What follows belongs to an exercise in optimizing a design on an open flow for small area, a short achievable clock period and few clock cycles; a production flow would make more cautious choices. The RTL was checked by simulation tests, not by an equivalence proof against the original design. Power figures rest on the tool's default switching activity, not on a simulated workload.

==> module mips_mem_stage, before the edit <==
module mips_mem_stage (
  input  logic             clk,
  input  logic             rst_n,
  input  logic             req_valid,
  output logic             req_ready,
  input  logic [5:0]       opcode,
  input  logic [31:0]      addr,
  input  logic [31:0]      wdata,
  output logic             resp_valid,
  output logic [31:0]      rdata,
  output logic             addr_err,
  output logic             link_valid,
  output logic [31:0]      link_addr
);
  localparam logic [5:0] OP_SB  = 6'h28;
  localparam logic [5:0] OP_SH  = 6'h29;
  localparam logic [5:0] OP_SW  = 6'h2b;
  localparam logic [5:0] OP_LW  = 6'h23;
  localparam logic [5:0] OP_LBU = 6'h24;
  localparam logic [5:0] OP_LHU = 6'h25;
  localparam logic [5:0] OP_LL  = 6'h30;
  logic [31:0] mem [64];
  logic        is_sb, is_sh, is_sw, is_lw, is_lbu, is_lhu, is_ll;
  logic        mis_h, mis_w;
  logic        st_ok, ld_w, ld_h, ld_b, ll_ok, err;
  logic [3:0]  lane_we;      
  logic [31:0] lane_data;
  logic [3:0]  sel_b0;       
  logic [1:0]  sel_b1;       
  logic        sel_hi;       
  always_comb begin
    is_sb  = (opcode == OP_SB);
    is_sh  = (opcode == OP_SH);
    is_sw  = (opcode == OP_SW);
    is_lw  = (opcode == OP_LW);
    is_lbu = (opcode == OP_LBU);
    is_lhu = (opcode == OP_LHU);
    is_ll  = (opcode == OP_LL);
    mis_h  = addr[0];
    mis_w  = (addr[1:0] != 2'b00);
    st_ok = is_sb || (is_sh && !mis_h) || (is_sw && !mis_w);
    ld_w  = (is_lw || is_ll) && !mis_w;
    ld_h  = is_lhu && !mis_h;
    ld_b  = is_lbu;
    ll_ok = is_ll && !mis_w;
    err   = ((is_sh || is_lhu) && mis_h) || ((is_sw || is_lw || is_ll) && mis_w);
    lane_we = 4'b0000;
    if (is_sw) lane_we = 4'b1111;
    else if (is_sh) lane_we = addr[1] ? 4'b1100 : 4'b0011;
    else if (is_sb) lane_we = 4'b0001 << addr[1:0];
    if (is_sb)      lane_data = {4{wdata[7:0]}};
    else if (is_sh) lane_data = {2{wdata[15:0]}};
    else            lane_data = wdata;
    sel_hi = ld_w;
    sel_b1 = {ld_w || (ld_h && addr[1]), ld_h && !addr[1]};
    sel_b0 = {ld_w || (ld_h && addr[1]) || (ld_b && addr[1:0] == 2'd3),
              ld_b && addr[1:0] == 2'd2,
              (ld_h && !addr[1]) || (ld_b && addr[1:0] == 2'd1),
              ld_b && addr[1:0] == 2'd0};
  end
  logic        v1;
  logic        err1, ll1, st1, hi1;
  logic [1:0]  b1_1;         
  logic [3:0]  b0_1;
  logic [7:2]  a1;
  logic [63:0] wsel;         
  logic [3:0]  lwe1;         
  logic [31:0] x1;           
  always_ff @(posedge clk or negedge rst_n) begin
    if (!rst_n) lwe1 <= 4'b0000;
    else        lwe1 <= (req_valid && st_ok) ? lane_we : 4'b0000;
  end
  always_ff @(posedge clk or negedge rst_n) begin
    if (!rst_n) v1 <= 1'b0;
    else        v1 <= req_valid;
  end
  always_ff @(posedge clk) begin
    begin
      err1 <= err;
      ll1  <= ll_ok;
      st1  <= st_ok;
      hi1  <= sel_hi;
      b1_1 <= sel_b1;
      b0_1 <= sel_b0;
      a1   <= addr[7:2];
      x1   <= {is_ll ? addr[31:8] : lane_data[31:8], lane_data[7:0]};
      for (int w = 0; w < 64; w++) wsel[w] <= (addr[7:2] == w[5:0]);
    end
  end
  always_ff @(posedge clk) begin
    for (int w = 0; w < 64; w++)
      for (int l = 0; l < 4; l++)
        if (wsel[w] && lwe1[l]) mem[w][31-8*l -: 8] <= x1[31-8*l -: 8];
  end
  logic [31:0] rd;
  logic [3:0]  u [32];
  for (genvar b = 0; b < 32; b++) begin : g_rd
    logic [7:0]  p;     
    for (genvar k = 0; k < 8; k++) begin : g_n4
      mm_sel8 u_n (.d({mem[8*k+7][b], mem[8*k+6][b], mem[8*k+5][b], mem[8*k+4][b],
                       mem[8*k+3][b], mem[8*k+2][b], mem[8*k+1][b], mem[8*k][b]}),
                   .s(wsel[8*k +: 8]), .y(p[k]));
    end
    for (genvar k = 0; k < 4; k++) begin : g_o2
      mm_or2 u_q (.a(p[2*k]), .b(p[2*k+1]), .y(u[b][k]));
    end
  end
  for (genvar j = 0; j < 16; j++) begin : g_hi
    mm_o41a u_h (.a(u[16+j][0]), .b(u[16+j][1]), .c(u[16+j][2]), .d(u[16+j][3]), .e(hi1), .y(rd[16+j]));
  end
  for (genvar j = 0; j < 8; j++) begin : g_b1
    mm_sel8 u_r (.d({u[8+j][3], u[8+j][2], u[8+j][1], u[8+j][0], u[24+j][3], u[24+j][2], u[24+j][1], u[24+j][0]}),
                 .s({{4{b1_1[1]}}, {4{b1_1[0]}}}), .y(rd[8+j]));
  end
  for (genvar j = 0; j < 8; j++) begin : g_b0
    logic [1:0] h;
    mm_sel8 u_h1 (.d({u[j][3], u[j][2], u[j][1], u[j][0], u[8+j][3], u[8+j][2], u[8+j][1], u[8+j][0]}),
                  .s({{4{b0_1[3]}}, {4{b0_1[2]}}}), .y(h[1]));
    mm_sel8 u_h0 (.d({u[16+j][3], u[16+j][2], u[16+j][1], u[16+j][0], u[24+j][3], u[24+j][2], u[24+j][1], u[24+j][0]}),
                  .s({{4{b0_1[1]}}, {4{b0_1[0]}}}), .y(h[0]));
    mm_or2 u_r (.a(h[1]), .b(h[0]), .y(rd[j]));
  end
  logic        resp_q, err_q, lv_q;
  logic [31:0] rdata_q;
  logic [31:2] la_q;
  logic        up_q;           
  always_ff @(posedge clk or negedge rst_n) begin
    if (!rst_n) begin
      resp_q <= 1'b0;
      up_q   <= 1'b0;
    end else begin
      resp_q <= v1;
      up_q   <= 1'b1;
    end
  end
  always_ff @(posedge clk) begin
    if (!up_q) begin
      lv_q <= 1'b0;
      la_q <= '0;
    end else if (v1) begin
      if (ll1) begin
        lv_q <= 1'b1;
        la_q <= {x1[31:8], a1};
      end else if (st1 && a1 == la_q[7:2]) begin
        lv_q <= 1'b0;
      end
    end
  end
  always_ff @(posedge clk) begin
    rdata_q <= rd;
    err_q   <= err1;
  end
  assign req_ready  = 1'b1;
  assign resp_valid = resp_q;
  assign rdata      = rdata_q;
  assign addr_err   = err_q;
  assign link_valid = lv_q;
  assign link_addr  = {la_q, 2'b00};
endmodule
Settings: LEC_CHECK=0, CAP_MARGIN=20, CORE_MARGIN=2, CORE_UTILIZATION=70, CTS_CLUSTER_DIAMETER=80, CTS_CLUSTER_SIZE=24, SETUP_SLACK_MARGIN=3.2, SLEW_MARGIN=20, SYNTH_HIERARCHICAL=1, SYNTH_MINIMUM_KEEP_SIZE=0; clock period 5.5 ns.
run.sh (not shown) runs the stock make flow with config.mk's settings and CLKGATE_MAP_FILE= SYNTH_SCRIPT=/design/flow/synth_recipe.tcl, a recipe that flattens the netlist after the stock synthesis.
Testbench counts at the start, summed over its fixed seeds: cycles 24,016.
Edit:
--- a/flow/design.v
+++ b/flow/design.v
@@ -110,38 +110,34 @@
   end
   for (genvar j = 0; j < 8; j++) begin : g_b1
-    mm_sel8 u_r (.d({u[8+j][3], u[8+j][2], u[8+j][1], u[8+j][0], u[24+j][3], u[24+j][2], u[24+j][1], u[24+j][0]}),
-                 .s({{4{b1_1[1]}}, {4{b1_1[0]}}}), .y(rd[8+j]));
+    logic [1:0] t;
+    mm_o41ai u_t1 (.a(u[8+j][0]),  .b(u[8+j][1]),  .c(u[8+j][2]),  .d(u[8+j][3]),  .e(b1_1[1]), .y(t[1]));
+    mm_o41ai u_t0 (.a(u[24+j][0]), .b(u[24+j][1]), .c(u[24+j][2]), .d(u[24+j][3]), .e(b1_1[0]), .y(t[0]));
+    mm_nand2 u_r (.a(t[1]), .b(t[0]), .y(rd[8+j]));
   end
   for (genvar j = 0; j < 8; j++) begin : g_b0
-    logic [1:0] h;
-    mm_sel8 u_h1 (.d({u[j][3], u[j][2], u[j][1], u[j][0], u[8+j][3], u[8+j][2], u[8+j][1], u[8+j][0]}),
-                  .s({{4{b0_1[3]}}, {4{b0_1[2]}}}), .y(h[1]));
-    mm_sel8 u_h0 (.d({u[16+j][3], u[16+j][2], u[16+j][1], u[16+j][0], u[24+j][3], u[24+j][2], u[24+j][1], u[24+j][0]}),
-                  .s({{4{b0_1[1]}}, {4{b0_1[0]}}}), .y(h[0]));
-    mm_or2 u_r (.a(h[1]), .b(h[0]), .y(rd[j]));
+    logic [3:0] t;
+    for (genvar l = 0; l < 4; l++) begin : g_l
+      mm_o41ai u_t (.a(u[24-8*l+j][0]), .b(u[24-8*l+j][1]), .c(u[24-8*l+j][2]), .d(u[24-8*l+j][3]),
+                    .e(b0_1[l]), .y(t[l]));
+    end
+    mm_nand4 u_r (.a(t[0]), .b(t[1]), .c(t[2]), .d(t[3]), .y(rd[j]));
   end
   logic        resp_q, err_q, lv_q;
   logic [31:0] rdata_q;
   logic [31:2] la_q;
-  logic        up_q;           
   always_ff @(posedge clk or negedge rst_n) begin
     if (!rst_n) begin
       resp_q <= 1'b0;
-      up_q   <= 1'b0;
+      lv_q   <= 1'b0;
+      la_q   <= '0;
     end else begin
       resp_q <= v1;
-      up_q   <= 1'b1;
-    end
-  end
-  always_ff @(posedge clk) begin
-    if (!up_q) begin
-      lv_q <= 1'b0;
-      la_q <= '0;
-    end else if (v1) begin
-      if (ll1) begin
-        lv_q <= 1'b1;
-        la_q <= {x1[31:8], a1};
-      end else if (st1 && a1 == la_q[7:2]) begin
-        lv_q <= 1'b0;
+      if (v1) begin
+        if (ll1) begin
+          lv_q <= 1'b1;
+          la_q <= {x1[31:8], a1};
+        end else if (st1 && a1 == la_q[7:2]) begin
+          lv_q <= 1'b0;
+        end
       end
     end
@@ -175,4 +171,7 @@
   assign y = (a || b || c || d) && e;
 endmodule
+module mm_o41ai (input logic a, b, c, d, e, output logic y);
+  assign y = !((a || b || c || d) && e);
+endmodule
 module mm_or2 (input logic a, b, output logic y);
   assign y = a || b;
The changed run ran to the end with no violations.
Synthesized cell count shrinks by a few percent.
Sequential power is about the same.
Sequential share of layout area rose by 0.10 points.
Worst setup slack got worse by 55 ps.
Total power hardly moves.
Global-route usage is lower by 1.7 points.
Core utilization rises by 0.68 points.
Clock skew went up by 6.2 ps.
Cell count came out lower slightly.
Critical path depth is unchanged.
Wire length decreases by a few percent.
Design area hardly moves.
Register-to-register slack is better by 20 ps.
Testbench counts after the change, summed over its fixed seeds: cycles 24,016.

## static timing again, ports no longer ideal
How much do the figures lean on ideal ports? The routed layouts below were timed once more, with nothing changed but the port constraints.
Step 1 sets driving cells, clkbuf_16 on the clock port and buf_2 on the other inputs (assumed; they add their load-dependent delay and slew).
Step 2, shift: input delay + t, output delay - t, t = (earliest + latest rising clock arrival at the registers) / 2. This alone moves slack from input paths to output paths.
Three values: ideal, step 1, step 2; two values: the first two.
run	shift t [ns]	slack for setup (ns)	clock arrival spread, ns	worst data-port slew with drivers (ns)	pins driven straight from the clock port
the first run	0.802	3.123 / 3.046 / 2.483	0.027 / 0.027	0.05	1
the second run	0.808	3.068 / 2.990 / 2.506	0.032 / 0.033	0.07	1
After both steps every run listed still meets setup and hold. The setup slack of the first run, which loses most, moves by -0.077 ns with the drivers and by -0.640 ns with both steps.
